From an optimization exercise on the open Yosys and OpenROAD flow, aimed at small area; shortcuts taken in it are not production practice.
The RTL of this run was laid out without a check of its function.
Power figures rest on the tool's default switching activity, not on a simulated workload.

===== flow/flow/run.sh =====
#!/bin/bash
# Standard ORFS layout (the standard.sh, standard synthesis unchanged) with
# a leaner clock tree: clkbuf_8 leaf buffers over clusters of at most 16 sinks
# within 60 um, and no dummy loads. Port buffers use buf_1.
set -euo pipefail
export CTS_ARGS="-sink_clustering_enable -repair_clock_nets -dont_use_dummy_load -buf_list sky130_fd_sc_hd__clkbuf_8 -sink_clustering_size 16 -sink_clustering_max_diameter 60"
export BUFFER_PORTS_ARGS="-buffer_cell sky130_fd_sc_hd__buf_1"
bash standard.sh > standard.log 2>&1

===== flow/standard.sh =====
#!/bin/bash
# synth_recipe.tcl (not shown) runs the flow's synth.tcl, then flattens the netlist and writes it again
# the make line also repeats each setting of config.mk as NAME=value (left out here)
make -C /OpenROAD-flow-scripts/flow DESIGN_CONFIG=/design/flow/config.mk WORK_HOME=/design/flow/orfs CLKGATE_MAP_FILE= SYNTH_SCRIPT=/design/flow/synth_recipe.tcl "${@:-finish}"

===== flow/config.mk =====
export PLATFORM = sky130hd
export DESIGN_NAME = spriteRenderer
export DESIGN_NICKNAME = spriteRenderer
export VERILOG_FILES = /design/flow/design.v
export SDC_FILE = /design/flow/constraint.sdc
export NUM_CORES = 8
export LEC_CHECK = 0
export CAP_MARGIN = 20
export CORE_MARGIN = 2
export CORE_UTILIZATION = 60
export PLACE_DENSITY = 0.7
export SLEW_MARGIN = 20
export SYNTH_HIERARCHICAL = 1

===== flow/constraint.sdc =====
create_clock -name core_clock -period 8.0 [get_ports {Clk}]
set_input_delay 1.6000 -clock core_clock [delete_from_list [all_inputs] [get_ports {Clk}]]
set_output_delay 1.6000 -clock core_clock [all_outputs]
set_load 0.01 [all_outputs]

===== flow/design.v =====
package spritePkg;
    localparam int coordWidth = 10;
    typedef logic [coordWidth-1:0] coord_t;
    localparam int addrWidth = 20;
    typedef logic [addrWidth-1:0] sheetAddr_t;
    localparam int tileSize = 32;
    localparam int tileLog2 = 5;
    localparam int frameCount = 7;
    typedef logic [9:0] animState_t;
    typedef logic [7:0] colorChannel_t;
    typedef enum logic [1:0]
    {
        layerBackground = 2'd0,
        layerBlock      = 2'd1,
        layerKirby      = 2'd2
    } pixelLayer_t;
endpackage
`timescale 1ns/100ps
module spriteAddress
#(
    parameter int sheetWidthLog2 = 9
)
(
    input  logic                   Clk,
    input  logic                   arstN,
    input  logic                   pixelValid,
    input  spritePkg::coord_t      drawX,
    input  spritePkg::coord_t      drawY,
    input  spritePkg::coord_t      kirbyX,
    input  spritePkg::coord_t      kirbyY,
    input  spritePkg::coord_t      blockX,
    input  spritePkg::coord_t      blockY,
    input  logic                   facingRight,
    input  spritePkg::animState_t  floatState,
    input  spritePkg::animState_t  walkState,
    input  spritePkg::animState_t  stillState,
    output logic                   addrValid,
    output spritePkg::sheetAddr_t  spriteAddr,
    output spritePkg::pixelLayer_t pixelLayer
);
    logic [10:0] kirbyDiffX, kirbyDiffY, blockDiffX, blockDiffY;
    logic        kirbyHit, blockHit;
    logic [2:0]  frameCol;
    logic [10:0] backHigh;
    spritePkg::sheetAddr_t nextAddr;
    spritePkg::pixelLayer_t nextLayer;
    logic kirbyInX, kirbyInY, blockInX, blockInY;
    function automatic logic [5:0] sub5(input logic [4:0] a, input logic [4:0] b);
        logic [5:0] borrow;
        logic [5:0] diff;
        borrow[0] = 1'b0;
        for (int i = 0; i < 5; i++)
        begin
            diff[i]       = a[i] ^ b[i] ^ borrow[i];
            borrow[i + 1] = (~a[i] & b[i]) | (~(a[i] ^ b[i]) & borrow[i]);
        end
        diff[5] = borrow[5];
        sub5 = diff;
    endfunction
    function automatic logic insideHigh(input logic [9:0] a, input logic [9:0] b, input logic borrow5);
        logic carry;
        logic ok;
        carry = borrow5;
        ok    = 1'b1;
        for (int i = 5; i < 10; i++)
        begin
            ok    = ok & ((a[i] ^ b[i]) == carry);
            carry = carry & b[i];
        end
        insideHigh = ok & ~carry;
    endfunction
    logic [5:0] kxl, kyl, bxl, byl;
    assign kxl = sub5(drawX[4:0], kirbyX[4:0]);
    assign kyl = sub5(drawY[4:0], kirbyY[4:0]);
    assign bxl = sub5(drawX[4:0], blockX[4:0]);
    assign byl = sub5(drawY[4:0], blockY[4:0]);
    assign kirbyDiffX = {5'b0, kxl};
    assign kirbyDiffY = {5'b0, kyl};
    assign blockDiffX = {5'b0, bxl};
    assign blockDiffY = {5'b0, byl};
    assign kirbyInX = insideHigh(drawX, kirbyX, kxl[5]);
    assign kirbyInY = insideHigh(drawY, kirbyY, kyl[5]);
    assign blockInX = insideHigh(drawX, blockX, bxl[5]);
    assign blockInY = insideHigh(drawY, blockY, byl[5]);
    assign kirbyHit = kirbyInX && kirbyInY;
    assign blockHit = blockInX && blockInY;
    always_comb
    begin
        if (floatState < 10'd7)
            frameCol = floatState[2:0];
        else if (walkState < 10'd7)
            frameCol = walkState[2:0];
        else if (stillState < 10'd7)
            frameCol = stillState[2:0];
        else
            frameCol = '0;
    end
    assign backHigh = {1'b0, drawY} + 11'(drawX[9]);
    always_comb
    begin
        if (kirbyHit)
        begin
            nextLayer = spritePkg::layerKirby;
            nextAddr  = {6'b0, kirbyDiffY[4:0], 1'b0, frameCol, kirbyDiffX[4:0] ^ {5{~facingRight}}};
        end
        else if (blockHit)
        begin
            nextLayer = spritePkg::layerBlock;
            nextAddr  = {6'b0, blockDiffY[4:0], 4'b0, ~blockDiffX[4:0]};
        end
        else
        begin
            nextLayer = spritePkg::layerBackground;
            nextAddr  = {backHigh, drawX[8:0]};
        end
    end
    always_ff @(posedge Clk or negedge arstN)
    begin
        if (!arstN)
            addrValid <= 1'b0;
        else
            addrValid <= pixelValid;
    end
    always_ff @(posedge Clk)
    begin
        spriteAddr <= nextAddr;
        pixelLayer <= nextLayer;
    end
endmodule
`timescale 1ns/100ps
module colorPalette
#(
    parameter int indexWidth = 8
)
(
    input  logic                     Clk,
    input  logic                     arstN,
    input  logic                     paletteWrite,
    input  logic [indexWidth-1:0]    paletteWriteIndex,
    input  spritePkg::colorChannel_t paletteWriteRed,
    input  spritePkg::colorChannel_t paletteWriteGreen,
    input  spritePkg::colorChannel_t paletteWriteBlue,
    input  logic                     colorRead,
    input  logic [indexWidth-1:0]    colorIndex,
    output logic                     colorValid,
    output spritePkg::colorChannel_t red,
    output spritePkg::colorChannel_t green,
    output spritePkg::colorChannel_t blue
);
    localparam int entryCount = 2 ** indexWidth;
    localparam int colorBits  = 24;
    localparam int halfWidth  = indexWidth / 2;
    localparam int halfCount  = 2 ** halfWidth;
    localparam int readBits   = colorBits + 1;    
    logic [entryCount-1:0][colorBits-1:0] entry;
    logic [entryCount-1:0] written;
    logic [entryCount-1:0] writtenNext;
    logic                  phase;
    logic [halfCount-1:0]  wrLo, wrHi, wrHiEn;
    logic [entryCount-1:0] writeSel;
    logic [entryCount-1:0] keepSel;
    logic [colorBits-1:0]  writeCode;
    logic [halfCount-1:0]  rdLo, rdHi;
    logic [entryCount-1:0] readSel;
    logic [readBits-1:0][2:0] readPart;
    logic [readBits-1:0]   readRaw;
    logic [colorBits-1:0]  readColor;
    always_ff @(posedge Clk or negedge arstN)
    begin
        if (!arstN)
            phase <= 1'b0;
        else
            phase <= ~phase;
    end
    assign writeCode = paletteWrite ? {paletteWriteRed, paletteWriteGreen, paletteWriteBlue} ^ {colorBits{phase}}
                                    : '1;
    for (genvar k = 0; k < halfCount; k++)
    begin : g_wrDecode
        assign wrLo[k]   = paletteWriteIndex[halfWidth-1:0] == halfWidth'(k);
        assign wrHi[k]   = paletteWriteIndex[indexWidth-1:halfWidth] == halfWidth'(k);
        assign wrHiEn[k] = paletteWrite & wrHi[k];
    end
    for (genvar i = 0; i < entryCount; i++)
    begin : g_entry
        palAnd2  u_writeSel (.a(wrLo[i % halfCount]), .b(wrHiEn[i / halfCount]), .y(writeSel[i]));
        palNand2 u_keepSel  (.a(wrLo[i % halfCount]),  .b(wrHi[i / halfCount]),    .y(keepSel[i]));
        palOr2   u_written  (.a(written[i]), .b(writeSel[i]), .y(writtenNext[i]));
        logic [colorBits-1:0] entryNext;
        for (genvar j = 0; j < colorBits; j++)
        begin : g_bit
            palOai22 u_bit (.a1(entry[i][j]), .a2(writeSel[i]), .b1(writeCode[j]), .b2(keepSel[i]),
                            .y(entryNext[j]));
        end
        always_ff @(posedge Clk)
        begin
            entry[i] <= entryNext;
        end
    end
    always_ff @(posedge Clk or negedge arstN)
    begin
        if (!arstN)
            written <= '0;
        else
            written <= writtenNext;
    end
    for (genvar k = 0; k < halfCount; k++)
    begin : g_rdDecode
        assign rdLo[k] = colorIndex[halfWidth-1:0] == halfWidth'(k);
        assign rdHi[k] = colorIndex[indexWidth-1:halfWidth] == halfWidth'(k);
    end
    for (genvar i = 0; i < entryCount; i++)
    begin : g_readSel
        palAnd2 u_readSel (.a(rdLo[i % halfCount]), .b(rdHi[i / halfCount]), .y(readSel[i]));
    end
    for (genvar j = 0; j < readBits; j++)
    begin : g_readTree
        logic [entryCount-1:0] column;
        for (genvar i = 0; i < entryCount; i++)
        begin : g_row
            assign column[i] = (j < colorBits) ? entry[i][j % colorBits] : written[i];
        end
        palReadTree256 u_tree (.data(column), .sel(readSel), .part(readPart[j]));
        assign readRaw[j] = |readPart[j];
    end
    assign readColor = (readRaw[colorBits-1:0] ^ {colorBits{phase}}) & {colorBits{readRaw[colorBits]}};
    always_ff @(posedge Clk or negedge arstN)
    begin
        if (!arstN)
            colorValid <= 1'b0;
        else
            colorValid <= colorRead;
    end
    always_ff @(posedge Clk)
    begin
        {red, green, blue} <= readColor;
    end
endmodule
module palReadTree256
(
    input  logic [255:0] data,
    input  logic [255:0] sel,
    output logic [2:0]   part
);
    logic [85:0] l1N;    
    logic [21:0] l2;     
    logic [10:0] l3N;    
    for (genvar g = 0; g < 85; g++)
    begin : g_l1
        palAoi222 u_aoi (.a1(data[3*g]),   .a2(sel[3*g]),
                         .b1(data[3*g+1]), .b2(sel[3*g+1]),
                         .c1(data[3*g+2]), .c2(sel[3*g+2]), .y(l1N[g]));
    end
    palNand2 u_l1Last (.a(data[255]), .b(sel[255]), .y(l1N[85]));
    for (genvar g = 0; g < 21; g++)
    begin : g_l2
        palNand4 u_nand (.a(l1N[4*g]), .b(l1N[4*g+1]), .c(l1N[4*g+2]), .d(l1N[4*g+3]), .y(l2[g]));
    end
    palNand2 u_l2Last (.a(l1N[84]), .b(l1N[85]), .y(l2[21]));
    for (genvar g = 0; g < 11; g++)
    begin : g_l3
        palNor2 u_nor (.a(l2[2*g]), .b(l2[2*g+1]), .y(l3N[g]));
    end
    palNand4 u_l4a (.a(l3N[0]), .b(l3N[1]), .c(l3N[2]),  .d(l3N[3]), .y(part[0]));
    palNand4 u_l4b (.a(l3N[4]), .b(l3N[5]), .c(l3N[6]),  .d(l3N[7]), .y(part[1]));
    palNand3 u_l4c (.a(l3N[8]), .b(l3N[9]), .c(l3N[10]), .y(part[2]));
endmodule
module palOai22 (input logic a1, a2, b1, b2, output logic y);
    assign y = ~((a1 | a2) & (b1 | b2));
endmodule
module palAoi222 (input logic a1, a2, b1, b2, c1, c2, output logic y);
    assign y = ~((a1 & a2) | (b1 & b2) | (c1 & c2));
endmodule
module palOr2 (input logic a, b, output logic y);
    assign y = a | b;
endmodule
module palAnd2 (input logic a, b, output logic y);
    assign y = a & b;
endmodule
module palNor2 (input logic a, b, output logic y);
    assign y = ~(a | b);
endmodule
module palNand2 (input logic a, b, output logic y);
    assign y = ~(a & b);
endmodule
module palNand3 (input logic a, b, c, output logic y);
    assign y = ~(a & b & c);
endmodule
module palNand4 (input logic a, b, c, d, output logic y);
    assign y = ~(a & b & c & d);
endmodule
`timescale 1ns/100ps
module spriteRenderer
#(
    parameter int sheetWidthLog2 = 9,
    parameter int indexWidth     = 8
)
(
    input  logic                     Clk,
    input  logic                     arstN,
    input  logic                     pixelValid,
    input  spritePkg::coord_t        drawX,
    input  spritePkg::coord_t        drawY,
    input  spritePkg::coord_t        kirbyX,
    input  spritePkg::coord_t        kirbyY,
    input  spritePkg::coord_t        blockX,
    input  spritePkg::coord_t        blockY,
    input  logic                     facingRight,
    input  spritePkg::animState_t    floatState,
    input  spritePkg::animState_t    walkState,
    input  spritePkg::animState_t    stillState,
    output logic                     addrValid,
    output spritePkg::sheetAddr_t    spriteAddr,
    output spritePkg::pixelLayer_t   pixelLayer,
    input  logic                     paletteWrite,
    input  logic [indexWidth-1:0]    paletteWriteIndex,
    input  spritePkg::colorChannel_t paletteWriteRed,
    input  spritePkg::colorChannel_t paletteWriteGreen,
    input  spritePkg::colorChannel_t paletteWriteBlue,
    input  logic                     colorRead,
    input  logic [indexWidth-1:0]    colorIndex,
    output logic                     colorValid,
    output spritePkg::colorChannel_t red,
    output spritePkg::colorChannel_t green,
    output spritePkg::colorChannel_t blue
);
    spriteAddress
    #(
        .sheetWidthLog2 (sheetWidthLog2)
    )
    i_spriteAddress
    (
        .Clk         (Clk),
        .arstN       (arstN),
        .pixelValid  (pixelValid),
        .drawX       (drawX),
        .drawY       (drawY),
        .kirbyX      (kirbyX),
        .kirbyY      (kirbyY),
        .blockX      (blockX),
        .blockY      (blockY),
        .facingRight (facingRight),
        .floatState  (floatState),
        .walkState   (walkState),
        .stillState  (stillState),
        .addrValid   (addrValid),
        .spriteAddr  (spriteAddr),
        .pixelLayer  (pixelLayer)
    );
    colorPalette
    #(
        .indexWidth (indexWidth)
    )
    i_colorPalette
    (
        .Clk               (Clk),
        .arstN             (arstN),
        .paletteWrite      (paletteWrite),
        .paletteWriteIndex (paletteWriteIndex),
        .paletteWriteRed   (paletteWriteRed),
        .paletteWriteGreen (paletteWriteGreen),
        .paletteWriteBlue  (paletteWriteBlue),
        .colorRead         (colorRead),
        .colorIndex        (colorIndex),
        .colorValid        (colorValid),
        .red               (red),
        .green             (green),
        .blue              (blue)
    );
endmodule

==> results.txt <==
crit path from = colorIndex[3]
CP Launch Type = primary input
reg2reg setup slack = 4040 ps
Switching Power = 13100 uW
Primary FF master, synth = dfxtp_1
port bufs = 183
Logic pwr share = 5.6%
CP max FO = 25
Post-Place Setup Slack = 1360 ps
register area share after synthesis = 64.0%
final WL = 811 mm
top cell type by total area after synthesis = dfxtp_1
CTS tree = built
hold_buf cts = 0
FP Rows = 214
r2r startpoint = i_colorPalette.written[36]$_DFF_PN0_
DIE AREA = 345000 um^2
sum of negative setup slack = 0 ps
total core area = 339000 um^2
FFs w/ async S/R, synth = 4.02%
Worst R2R Path Depth = 7
per-cell routed wire length = 35.6 um
chip height = 587 um
FF+latch count, synth = 6449
Slowest cell on crit path = nand4_1
pwr/cell area = 244 nW/um^2
Max Root-Sink Buffers = 4
H-tree levels = 5
Area Overhead vs Synth = 8.18%
post-route setup slack = 1750 ps
Setup Fix Bufs, Post-CTS = 0
worst skew pair latency = 1270 ps
drt pass-1 iters = 17
Final Cycle Share = 78.1%
Reg power frac = 66.2%
switching fraction of total power = 24.4%
status = complete, but fails checks
R2R Path End = i_colorPalette.green[5]$_DFF_P_
DRC viols = 0
dpl cells = 22.2k
chip width = 587 um
vias in the first global route = 165k
CP endpoint = i_colorPalette.green[5]$_DFF_P_
Final Hold Fails = 0
WP data arrival = 7320 ps
clk slew on worst S/H paths = 90 ps
initial antenna violation count = 53
crit-path most repeated cell = nand4_1
largest net degree at the start of global routing = 136
Leak Pwr = 0.0784 uW
setup violators final = 0
Post-synth EDFFs = 0
Post-Syn Area = 204000 um^2
Ports = 184
initial core utilization = 60.2%
crit-path cells = buf_1 -> nand2b_1 -> nor2_4 -> buf_4 -> and2_1 -> a222oi_1 -> nand4_1 -> nor2_1 -> nand4_1 -> nor3_4 -> buf_8 -> nor3_1
Cell variety after synth = 59
CTS Root Cell = clkbuf_8
Slew headroom = -4.07%
Clock Sinks = 6449
layout cells sized above 1 = 5.21%
Post-DRT Antenna Nets = 0
first-pass GRT wire length = 1160 mm
starting DRC count in detailed routing = 37.0k
post-synth top area share = 60.8%
# resized after CTS = 0
synth warn = 8
vias = 185k
worst endpoint required time = 9070 ps
Tmin final = 6250 ps
max_cap viols = 0
Post-DP HPWL = 486 mm
average footprint of a synthesized cell = 11.9 um^2
Hold Slack = 445 ps
library cell with the highest instance count after synthesis = dfxtp_1
CTS buffer count = 461
GP Congestion = 1.01
Fmax = 0.160 GHz
SO Viols = max-slew violations
Internal = 40700 uW
Clock Skew = 103 ps
Largest stage delay, worst path = 840 ps
Final nets = 18.3k
maximum vdd drop = 0.000172 V
total grt overflow = 0
Clock power frac = 28.2%
critical path capture point type = flop
Synth area leaders = dfxtp_1 61%, o22ai_1 19%, a222oi_1 10%
WS Path Type = primary input to flop
max-slew violation count = 45
measured slew at the worst slew-check pin = 1560 ps
GRT Util Overall = 44.4%
Mapped Cells = 17.1k
Synth top cells by count = 6190 x dfxtp_1, 6145 x o22ai_1, 2126 x a222oi_1, 576 x nand4_1, 513 x and2_1
fin util = 65.1%
Hold Crit Class = flop to flop
DR vias/cell = 8.11
syn nets = 17.3k
RSZ-0062 raised after global routing = false
Non-Filler Instances = 22.8k
how the worst min path moves through the flow:
stage	start	to	slack, ps	cells after the start
floorplan	i_colorPalette.entry[0]$_DFF_P_	i_colorPalette.entry[0]$_DFF_P_	420	1
global placement	i_colorPalette.entry[5400]$_DFF_P_	i_colorPalette.entry[5400]$_DFF_P_	430	1
detailed placement	i_colorPalette.entry[1734]$_DFF_P_	i_colorPalette.entry[1734]$_DFF_P_	440	1
CTS	arstN	i_colorPalette.written[220]$_DFF_PN0_	410	1
global route	i_colorPalette.entry[3002]$_DFF_P_	i_colorPalette.entry[3002]$_DFF_P_	460	1
finish	i_colorPalette.entry[6130]$_DFF_P_	i_colorPalette.entry[6130]$_DFF_P_	440	1
through the flow:
step                      area [um^2]  power (uW)
after detailed placement       214000       39200
after global routing           220000       55300
after floorplan                204000       37900
final                          221000       53900
after CTS                      220000       53600
after global placement         214000       39100
per-layer routing:
layer  part of all wire, %  global-route usage [%]
met5                 0.066                   0.554
met3                    16                    15.7
met1                    37                    60.4
met4                   6.9                    25.7
met2                    41                    60.8
Yosys stat by module, one instance, submodules excluded, excerpt:
module | copies in the design | cell area (um^2) | cells inside | flip-flops and latches
palAnd2 | 512 | 6.26 | 1 | 0
palAoi222 | 2125 | 10.0 | 1 | 0
palNand2 | 306 | 3.75 | 1 | 0
palNand3 | 25 | 5.00 | 1 | 0
palNand4 | 575 | 6.26 | 1 | 0
palNor2 | 275 | 3.75 | 1 | 0
palOai22 | 6144 | 6.26 | 1 | 0
palOr2 | 256 | 6.26 | 1 | 0
cell usage in the layout, fill, tap and decap left out, types with 5 or more instances in the layout:
cell | synthesis | layout
inv_1 | 27 | 27
o22ai_1 | 6145 | 6145
nand3b_1 | 5 | 5
a222oi_1 | 2126 | 2126
nand3_1 | 40 | 40
nor4_1 | 33 | 30
mux2i_1 | 15 | 15
and2_2 | 0 | 32
clkbuf_8 | 0 | 461
nor2_2 | 0 | 13
xor2_1 | 8 | 8
nor3_1 | 53 | 31
nor2_4 | 0 | 18
nand2_1 | 346 | 318
nor2_1 | 346 | 315
o31a_1 | 24 | 24
buf_1 | 1 | 181
nand2b_1 | 18 | 18
diode_2 | 0 | 136
nor3_2 | 1 | 19
nand2_4 | 0 | 24
or2_1 | 256 | 256
buf_12 | 0 | 40
nor3b_1 | 5 | 5
dfrtp_1 | 259 | 258
fa_1 | 16 | 16
and2_1 | 513 | 481
a21oi_1 | 8 | 8
dfxtp_1 | 6190 | 6190
ha_1 | 6 | 6
buf_8 | 0 | 11
buf_4 | 4 | 294
nand4_1 | 576 | 576
xnor2_1 | 46 | 46
power groups by stage:
stage / Combinational (uW) / Clock, uW / Sequential [uW]
after global routing: 3170 / 16300 / 35900
after CTS: 2910 / 15100 / 35600
final: 3030 / 15200 / 35600
after global placement: 2780 / 0 / 36300
after detailed placement: 2920 / 0 / 36300
after floorplan: 1910 / 0 / 36000
layout make-up:
cell class	instances	area [um^2]
clock buffer	461	6340
timing repair buffer	531	3920
antenna	136	340
fill	27200	118000
sequential	6449	130000
tap	4536	5680
multi-input combinational	10600	73800
inverter	27	101
cell families (layout without fill, tap and decap cells):
logic type	Yosys count	after routing	share of synthesized area (%)
xor gates and xnor gates	54	54	0.232
AOI/OAI and AO/OA	8326	8326	29.5
muxes	18	18	0.0902
DFF	6449	6449	64.0
other	0	136	0
adders and majority gates	22	22	0.194
and+or+nand+nor	2211	2211	5.91
buffers and inverters	54	1019	0.123
registers in the layout (all words and copies together) (netlist names):
name                        cells
i_colorPalette.entry         6144
i_colorPalette.written        256
i_spriteAddress.spriteAddr     20
i_colorPalette.blue             8
i_colorPalette.green            8
i_colorPalette.red              8
i_spriteAddress.pixelLayer      2
i_colorPalette.colorValid       1
i_colorPalette.phase            1
i_spriteAddress.addrValid       1
worst max-delay path: cells and delay by family:
family,cells,cell delay (ps)
compound gates,1,500
simple gates,8,3990
buf+inv,3,1140

-- port drivers added, routing unchanged --
Ports are ideal in the flow. The routed layout listed here was re-timed in OpenROAD. Step 1: set_driving_cell puts a clkbuf_16 on Clk and a buf_2 on each other input, an assumption about the parent block. Step 2 also shifts input and output timing later by t, the mid clock arrival at the registers, as if the neighbouring blocks saw the same clock. Three values: ideal, step 1, step 2; two values: the first two.
shift t [ns]: 1.317
setup WS [ns]: 1.752 / 1.829 / 0.512
hold WS [ns]: 0.445 / 0.399 / 0.445
The setup slack of this run moves by +0.077 ns with the drivers and by -1.240 ns with both steps.
